This is an optimization exercise on Yosys and OpenROAD, whose aim is small area, a short achievable clock period and few clock cycles per item, not a production implementation. The RTL was checked by simulation tests, not by an equivalence proof against the original design.

==> module blowfish_dec_iter, before the edit <==
module blowfish_dec_iter (
  input  logic         clk,
  input  logic         rst_n,
  input  logic         in_valid,
  output logic         in_ready,
  input  logic [63:0]  ct,
  input  logic [448:0] key,
  output logic         out_valid,
  input  logic         out_ready,
  output logic [63:0]  pt
);
  function automatic logic [31:0] kw(input logic [447:0] k, input int n);
    kw = k[32*(14-n) +: 32];
  endfunction
  function automatic logic [31:0] pc(input int n);
    pc = blowfish_pkg::P_ARRAY[32*(18-n) +: 32];
  endfunction
  function automatic logic [31:0] pr(input logic [3:0] r);
    pr = 32'd0;
    for (int i = 0; i < 16; i++) begin
      if (r == 4'(i)) pr = pc(16 - i);
    end
  endfunction
  logic [31:0] t1_q, u1_q;
  logic        v1_q, d1_q, f1_q, q1_q;
  logic [3:0]  c1_q;
  localparam int FLo = 16;
  logic [31-FLo:0] s1h_q, s2h_q, s3h_q;
  logic [FLo-1:0]  zl_q;
  logic            cl_q;
  logic [31:0]     s4_q, up2_q, tp2_q;
  logic        v2_q, d2_q, f2_q, q2_q;
  logic [3:0]  c2_q;
  logic [31:0] ring_q [28];
  logic [63:0] pt_q;
  logic        out_valid_q, ld_q, acc_seq_q, head_seq_q;
  logic [31-FLo:0] sb1h, sb2h, sb3h;
  logic [FLo-1:0]  sbzl;
  logic            sbcl;
  logic [31:0]     par, sb4, f, tn;
  logic        fin2, cand, leave, head_seq_d, out_valid_d;
  logic        unused_key_msb;
  assign unused_key_msb = key[448];
  assign par = ring_q[0] ^ pr(c1_q);
  feistel_sbox u_sbox (
    .x   (t1_q),
    .s1h (sb1h),
    .s2h (sb2h),
    .s3h (sb3h),
    .s4  (sb4),
    .zl  (sbzl),
    .cl  (sbcl)
  );
  always_ff @(posedge clk) begin
    s1h_q <= sb1h;
    s2h_q <= sb2h;
    s3h_q <= sb3h;
    s4_q  <= sb4;
    zl_q  <= sbzl;
    cl_q  <= sbcl;
    up2_q <= u1_q;
    tp2_q <= t1_q ^ (d1_q ? 32'd0 : par);
    c2_q  <= c1_q;
    d2_q  <= d1_q;
    f2_q  <= f1_q;
    q2_q  <= q1_q;
  end
  feistel_mix u_mix (
    .s1h (s1h_q),
    .s2h (s2h_q),
    .s3h (s3h_q),
    .s4  (s4_q),
    .zl  (zl_q),
    .cl  (cl_q),
    .f   (f)
  );
  assign tn   = d2_q ? up2_q : (up2_q ^ f);
  assign fin2 = !d2_q && (c2_q == 4'd15);
  assign cand = v2_q && (fin2 || (d2_q && f2_q)) && (q2_q == head_seq_q);
  assign leave = cand && (!out_valid_q || out_ready);
  assign head_seq_d  = head_seq_q ^ leave;
  assign out_valid_d = leave || (out_valid_q && !out_ready);
  always_ff @(posedge clk) begin
    if (ld_q) begin
      t1_q <= ct[63:32] ^ kw(key[447:0], 4) ^ pc(18);
      u1_q <= ct[31:0]  ^ kw(key[447:0], 3) ^ pc(17);
      c1_q <= 4'd0;
      d1_q <= 1'b0;
      f1_q <= 1'b0;
      q1_q <= acc_seq_q;
    end else begin
      t1_q <= tn;
      u1_q <= tp2_q;
      c1_q <= c2_q + 4'd1;
      d1_q <= d2_q || fin2;
      f1_q <= d2_q && !f2_q;
      q1_q <= q2_q;
    end
  end
  always_ff @(posedge clk) begin
    if (!rst_n) begin
      v1_q        <= 1'b0;
      v2_q        <= 1'b0;
      out_valid_q <= 1'b0;
      ld_q        <= 1'b0;
      acc_seq_q   <= 1'b0;
      head_seq_q  <= 1'b0;
    end else begin
      v1_q        <= ld_q ? in_valid : (v2_q && !leave);
      v2_q        <= v1_q;
      out_valid_q <= out_valid_d;
      acc_seq_q   <= acc_seq_q ^ (ld_q && in_valid);
      head_seq_q  <= head_seq_d;
      ld_q        <= !v1_q || (!d1_q && (c1_q == 4'd15) && (q1_q == head_seq_d) && !out_valid_d);
    end
  end
  always_ff @(posedge clk) begin
    if (leave) pt_q <= {tp2_q, tn};
  end
  always_ff @(posedge clk) begin
    for (int i = 0; i < 28; i++) begin
      if (i % 2 == 0 && ld_q) ring_q[i] <= kw(key[447:0], ((15 - i / 2) % 14) + 1);
      else                    ring_q[i] <= ring_q[(i + 1) % 28];
    end
  end
  assign in_ready  = ld_q;
  assign out_valid = out_valid_q;
  assign pt        = pt_q;
endmodule
clock: 12.5 ns
lec_check: 0
cap_margin: 0
core_margin: 2
core_utilization: 60
cts_buf_list: sky130_fd_sc_hd__clkbuf_8
slew_margin: 0
standard.sh (not shown) runs the stock make flow with config.mk's settings and CLKGATE_MAP_FILE= SYNTH_SCRIPT=/design/flow/synth_recipe.tcl, a recipe that flattens the netlist after the stock synthesis.
==> flow/flow/run.sh <==
#!/bin/bash
# The standard layout, with two changes to how it is made: the port buffers are the smallest
# buffer (buf_1) and timing repair aims for more setup slack than the clock period needs.
# make's full output goes to standard.log; each ORFS step logs under orfs/logs/.
set -euo pipefail
bash standard.sh \
  "BUFFER_PORTS_ARGS=-buffer_cell sky130_fd_sc_hd__buf_1" \
  "SETUP_SLACK_MARGIN=${FLOW_SETUP_MARGIN:-8}" \
  finish > standard.log 2>&1
Testbench counts at the start, summed over its fixed seeds: cycles 5,168, items 320.
Change:
--- a/flow/design.v
+++ b/flow/design.v
@@ -369,11 +369,12 @@
   logic [31:0]     s4_q, up2_q, tp2_q;
   logic        v2_q, d2_q, f2_q, q2_q;
   logic [3:0]  c2_q;
   logic [31:0] ring_q [28];
   logic [63:0] pt_q;
-  logic        out_valid_q, ld_q, acc_seq_q, head_seq_q;
+  logic        out_valid_q, ld_q, rdy_q, acc_seq_q, head_seq_q;
+  logic        ld_d;
   logic [31-FLo:0] sb1h, sb2h, sb3h;
   logic [FLo-1:0]  sbzl;
   logic            sbcl;
   logic [31:0]     par, sb4, f, tn;
   logic        fin2, cand, leave, head_seq_d, out_valid_d;
@@ -438,30 +439,34 @@
   always_ff @(posedge clk) begin
     if (!rst_n) begin
       v1_q        <= 1'b0;
       v2_q        <= 1'b0;
       out_valid_q <= 1'b0;
-      ld_q        <= 1'b0;
+      rdy_q       <= 1'b0;
       acc_seq_q   <= 1'b0;
       head_seq_q  <= 1'b0;
     end else begin
-      v1_q        <= ld_q ? in_valid : (v2_q && !leave);
+      v1_q        <= rdy_q ? in_valid : (v2_q && !leave);
       v2_q        <= v1_q;
       out_valid_q <= out_valid_d;
-      acc_seq_q   <= acc_seq_q ^ (ld_q && in_valid);
+      acc_seq_q   <= acc_seq_q ^ (rdy_q && in_valid);
       head_seq_q  <= head_seq_d;
-      ld_q        <= !v1_q || (!d1_q && (c1_q == 4'd15) && (q1_q == head_seq_d) && !out_valid_d);
+      rdy_q       <= ld_d;
     end
   end
+  assign ld_d = !v1_q || (!d1_q && (c1_q == 4'd15) && (q1_q == head_seq_d) && !out_valid_d);
+  always_ff @(posedge clk) begin
+    ld_q <= ld_d;
+  end
   always_ff @(posedge clk) begin
     if (leave) pt_q <= {tp2_q, tn};
   end
   always_ff @(posedge clk) begin
     for (int i = 0; i < 28; i++) begin
       if (i % 2 == 0 && ld_q) ring_q[i] <= kw(key[447:0], ((15 - i / 2) % 14) + 1);
       else                    ring_q[i] <= ring_q[(i + 1) % 28];
     end
   end
-  assign in_ready  = ld_q;
+  assign in_ready  = rdy_q;
   assign out_valid = out_valid_q;
   assign pt        = pt_q;
 endmodule
The new run ran to the end with no violations.
Setup slack gets worse by 4.3 ps.
Area after synthesis stays flat.
Die area is about the same.
Worst hold slack gains 11 ps.
Testbench counts after the change, summed over its fixed seeds: cycles 5,168, items 320.

## 08-10
blowfish_dec_iter, a different RTL version from the one above (not shown whole).
Size: roughly 5600 cells after synthesis, roughly 1200 flip-flops, roughly 0.047 mm² of cells after synthesis.
clock: 12.5 ns
lec_check: 0
abc_area: 1
cap_margin: 0
core_margin: 2
core_utilization: 60
cts_buf_list: sky130_fd_sc_hd__clkbuf_16
cts_cluster_diameter: 100
cts_cluster_size: 30
slew_margin: 0
tns_end_percent: 30
==> flow/flow/run.sh <==
#!/bin/bash
# The standard layout, with two changes to how it is made: the port buffers are the smallest
# buffer (buf_1) and timing repair aims for more setup slack than the clock period needs.
# make's full output goes to standard.log; each ORFS step logs under orfs/logs/.
set -euo pipefail
bash standard.sh \
  "BUFFER_PORTS_ARGS=-buffer_cell sky130_fd_sc_hd__buf_1" \
  "SETUP_SLACK_MARGIN=${FLOW_SETUP_MARGIN:-8.5}" \
  finish > standard.log 2>&1
Testbench counts of 08-10, summed over its fixed seeds: cycles 5,168, items 320.
Setup changes, 08-10 to 07-25
diff --git a/flow/design.v b/flow/design.v
--- a/flow/design.v
+++ b/flow/design.v
@@ -7,19 +7,19 @@
     32'h452821e6, 32'h38d01377, 32'hbe5466cf, 32'h34e90c6c,
     32'hc0ac29b7, 32'hc97c50dd, 32'h3f84d5b5, 32'hb5470917,
     32'h9216d5d9, 32'h8979fb1b
   };
 endpackage
 module feistel_sbox (
   input  logic [31:0] x,
-  output logic [23:0] s1h,
-  output logic [23:0] s2h,
-  output logic [23:0] s3h,
+  output logic [21:0] s1h,
+  output logic [21:0] s2h,
+  output logic [21:0] s3h,
   output logic [31:0] s4,
-  output logic [7:0] zl,
+  output logic [9:0] zl,
   output logic        cl
 );
   function automatic logic [31:0] hi1(input logic [3:0] n);
     logic [15:0] tt [32];
     tt[0] = 16'h0000;
     tt[1] = 16'h0000;
     tt[2] = 16'h0000;
@@ -310,36 +310,36 @@
   assign s1_w = (hi1(x[31:28]) + lo1(x[27:24])) ^ 32'h7f4a7c15;
   logic [31:0] s2_w;
   assign s2_w = (hi2(x[23:20]) + lo2(x[19:16])) ^ 32'h165667b1;
   logic [31:0] s3_w;
   assign s3_w = (hi3(x[15:12]) + lo3(x[11:8])) ^ 32'hd3a2646c;
   logic [31:0] s4_w;
   assign s4_w = (hi4(x[7:4]) + lo4(x[3:0])) ^ 32'hfd7046c5;
-  logic [8:0] ql;
-  assign ql  = {1'b0, s1_w[7:0]} + {1'b0, s2_w[7:0]};
-  assign zl  = ql[7:0] ^ s3_w[7:0];
-  assign cl  = ql[8];
-  assign s1h = s1_w[31:8];
-  assign s2h = s2_w[31:8];
-  assign s3h = s3_w[31:8];
+  logic [10:0] ql;
+  assign ql  = {1'b0, s1_w[9:0]} + {1'b0, s2_w[9:0]};
+  assign zl  = ql[9:0] ^ s3_w[9:0];
+  assign cl  = ql[10];
+  assign s1h = s1_w[31:10];
+  assign s2h = s2_w[31:10];
+  assign s3h = s3_w[31:10];
   assign s4  = s4_w;
 endmodule
 module feistel_mix (
-  input  logic [23:0] s1h,
-  input  logic [23:0] s2h,
-  input  logic [23:0] s3h,
+  input  logic [21:0] s1h,
+  input  logic [21:0] s2h,
+  input  logic [21:0] s3h,
   input  logic [31:0] s4,
-  input  logic [7:0] zl,
+  input  logic [9:0] zl,
   input  logic        cl,
   output logic [31:0] f
 );
-  logic [24:0] qh;
-  logic [23:0] zh;
+  logic [22:0] qh;
+  logic [21:0] zh;
   assign qh = {s1h, 1'b1} + {s2h, cl};
-  assign zh = qh[24:1] ^ s3h;
+  assign zh = qh[22:1] ^ s3h;
   assign f  = {zh, zl} + s4;
 endmodule
 module blowfish_dec_iter (
   input  logic         clk,
   input  logic         rst_n,
   input  logic         in_valid,
   output logic         in_ready,
@@ -360,15 +360,15 @@
     for (int i = 0; i < 16; i++) begin
       if (r == 4'(i)) pr = pc(16 - i);
     end
   endfunction
   logic [31:0] t1_q, u1_q;
   logic        v1_q, d1_q, f1_q, q1_q;
   logic [3:0]  c1_q;
-  localparam int FLo = 8;
+  localparam int FLo = 10;
   logic [31-FLo:0] s1h_q, s2h_q, s3h_q;
   logic [FLo-1:0]  zl_q;
   logic            cl_q;
   logic [31:0]     s4_q, up2_q, tp2_q;
   logic        v2_q, d2_q, f2_q, q2_q;
   logic [3:0]  c2_q;
   logic [31:0] ring_q [28];
@@ -414,15 +414,15 @@
     .zl  (zl_q),
     .cl  (cl_q),
     .f   (f)
   );
   assign tn   = d2_q ? up2_q : (up2_q ^ f);
   assign fin2 = !d2_q && (c2_q == 4'd15);
   assign cand = v2_q && (fin2 || (d2_q && f2_q)) && (q2_q == head_seq_q);
-  assign leave = cand && (!out_valid_q || out_ready);
+  assign leave = cand && !out_valid_q;
   assign head_seq_d  = head_seq_q ^ leave;
   assign out_valid_d = leave || (out_valid_q && !out_ready);
   always_ff @(posedge clk) begin
     if (ld_q) begin
       t1_q <= ct[63:32] ^ kw(key[447:0], 4) ^ pc(18);
       u1_q <= ct[31:0]  ^ kw(key[447:0], 3) ^ pc(17);
       c1_q <= 4'd0;
### Flow results
Per the comparison of 07-25 with 08-10, area share of fa/ha/maj cells after synthesis stayed essentially flat, number of nets in the synthesized netlist did not really move, cell area decreased by about 0.45% relative to the old numbers, utilization up 0.46 points.
Summary of 07-25 over 08-10: first-pass iteration count of the detailed router increased by 1 relative to the old numbers, estimated wirelength of the detail-placed design moved up.
Testbench counts of 07-25, summed over its fixed seeds: cycles 5,200, items 320.

JK:
Another version of the RTL of blowfish_dec_iter (not shown whole).
Size in the first run: roughly 5600 cells after synthesis, about 1200 flip-flops, about 580 I/O pins, about 47000 um^2 of cells after synthesis.
==> flow/config.mk <==
export PLATFORM = sky130hd
export DESIGN_NAME = blowfish_dec_iter
export DESIGN_NICKNAME = blowfish_dec_iter
export VERILOG_FILES = /design/flow/design.v
export SDC_FILE = /design/flow/constraint.sdc
export NUM_CORES = 4
export LEC_CHECK = 0
export ABC_AREA = 1
export CAP_MARGIN = 0
export CORE_MARGIN = 2
export CORE_UTILIZATION = 60
export CTS_BUF_LIST = sky130_fd_sc_hd__clkbuf_16
export CTS_CLUSTER_DIAMETER = 100
export CTS_CLUSTER_SIZE = 30
export SLEW_MARGIN = 0
export TNS_END_PERCENT = 30
==> flow/constraint.sdc <==
create_clock -name core_clock -period 12.5 [get_ports {clk}]
set_input_delay 2.5000 -clock core_clock [delete_from_list [all_inputs] [get_ports {clk}]]
set_output_delay 2.5000 -clock core_clock [all_outputs]
set_load 0.01 [all_outputs]
Scripts as last shown in full above: flow/flow/run.sh
Testbench counts of JK, summed over its fixed seeds: cycles 5,168, items 320.
Input changes introduced in PW (baseline for comparison: JK):
-- flow/design.v --
<<< JK, line 12
module feistel_sbox (
  input  logic [31:0] x,
  output logic [21:0] s1h,
  output logic [21:0] s2h,
  output logic [21:0] s3h,
  output logic [31:0] s4,
  output logic [9:0] zl,
  output logic        cl
);
>>> PW, line 12
module feistel_sbox (
  input  logic [31:0] x,
  output logic [15:0] s1h,
  output logic [15:0] s2h,
  output logic [15:0] s3h,
  output logic [31:0] s4,
  output logic [15:0] zl,
  output logic        cl
);
<<< JK, line 315
  logic [31:0] s4_w;
  assign s4_w = (hi4(x[7:4]) + lo4(x[3:0])) ^ 32'hfd7046c5;
  logic [10:0] ql;
  assign ql  = {1'b0, s1_w[9:0]} + {1'b0, s2_w[9:0]};
  assign zl  = ql[9:0] ^ s3_w[9:0];
  assign cl  = ql[10];
  assign s1h = s1_w[31:10];
  assign s2h = s2_w[31:10];
  assign s3h = s3_w[31:10];
  assign s4  = s4_w;
endmodule
module feistel_mix (
  input  logic [21:0] s1h,
  input  logic [21:0] s2h,
  input  logic [21:0] s3h,
  input  logic [31:0] s4,
  input  logic [9:0] zl,
  input  logic        cl,
  output logic [31:0] f
);
  logic [22:0] qh;
  logic [21:0] zh;
  assign qh = {s1h, 1'b1} + {s2h, cl};
  assign zh = qh[22:1] ^ s3h;
  assign f  = {zh, zl} + s4;
endmodule
>>> PW, line 315
  logic [31:0] s4_w;
  assign s4_w = (hi4(x[7:4]) + lo4(x[3:0])) ^ 32'hfd7046c5;
  logic [16:0] ql;
  assign ql  = {1'b0, s1_w[15:0]} + {1'b0, s2_w[15:0]};
  assign zl  = ql[15:0] ^ s3_w[15:0];
  assign cl  = ql[16];
  assign s1h = s1_w[31:16];
  assign s2h = s2_w[31:16];
  assign s3h = s3_w[31:16];
  assign s4  = s4_w;
endmodule
module feistel_mix (
  input  logic [15:0] s1h,
  input  logic [15:0] s2h,
  input  logic [15:0] s3h,
  input  logic [31:0] s4,
  input  logic [15:0] zl,
  input  logic        cl,
  output logic [31:0] f
);
  logic [15:0] zh;
  assign zh = (s1h + s2h + 16'(cl)) ^ s3h;
  assign f  = {zh, zl} + s4;
endmodule
<<< JK, line 365
  logic        v1_q, d1_q, f1_q, q1_q;
  logic [3:0]  c1_q;
  localparam int FLo = 10;
  logic [31-FLo:0] s1h_q, s2h_q, s3h_q;
  logic [FLo-1:0]  zl_q;
>>> PW, line 363
  logic        v1_q, d1_q, f1_q, q1_q;
  logic [3:0]  c1_q;
  localparam int FLo = 16;
  logic [31-FLo:0] s1h_q, s2h_q, s3h_q;
  logic [FLo-1:0]  zl_q;
Notes after the runs:
- Detailed route wirelength on metal2 was lower in the run labelled JK.
- Taking JK as the reference, in PW flip-flop and latch count decreased about 1%; post-placement cell area increased 0.65%; cell area increased about 2%; hold slack decreased 0.014 ns.
- JK ended up with buf_4 as its cell with the largest stage delay on the worst path; PW ended up with edfxtp_1.
- On die area, the higher figure sits with PW, not JK.
- PW ends up with higher multi-input gate share of total cell area than JK does.
- PW — synthesized cell count about 3% higher, JK as reference
- End of the critical path: rdy_q -> JK, pt[54] -> PW
- Comparing PW and JK, stage delay of the slowest cell on the critical path is higher on JK.
- Looking at clock buffer instance count of the final layout, PW sits 4 higher than JK does.
Testbench counts of PW, summed over its fixed seeds: cycles 5,168, items 320.

what the ideal ports hide:
How much do the figures lean on ideal ports? The routed layouts below were timed once more, with nothing changed but the port constraints. Step 1 sets driving cells, clkbuf_16 on the clock port and buf_2 on the other inputs (assumed; they add their load-dependent delay and slew). Step 2 adds t to the input delays and takes it off the output delays; t is the mean of the earliest and latest rising clock arrival at the registers after step 1. Input paths then give back, and output paths get back, about the clock's delay inside the block. a / b / c = no drivers / after step 1 / after step 2; a / b = the first two.
| run | t, ns | slack for setup (ns) | worst data-port slew with drivers (ns) |
|---|---|---|---|
| the first run of note 1 | 0.901 | 8.168 / 8.099 / 8.168 | 0.15 |
| the second run of note 1 | 0.894 | 8.164 / 8.164 / 8.164 | 0.15 |
| 08-10 | 0.732 | 8.581 / 8.534 / 8.247 | 0.14 |
| 07-25 | 0.726 | 8.647 / 8.574 / 8.614 | 0.15 |
| JK | 0.712 | 8.577 / 8.590 / 7.879 | 0.12 |
| PW | 0.721 | 8.558 / 8.480 / 8.004 | 0.13 |
After both steps every run listed still meets setup and hold. For JK, which loses most, drivers alone change the setup slack by +0.013 ns; drivers and shift together by -0.698 ns.
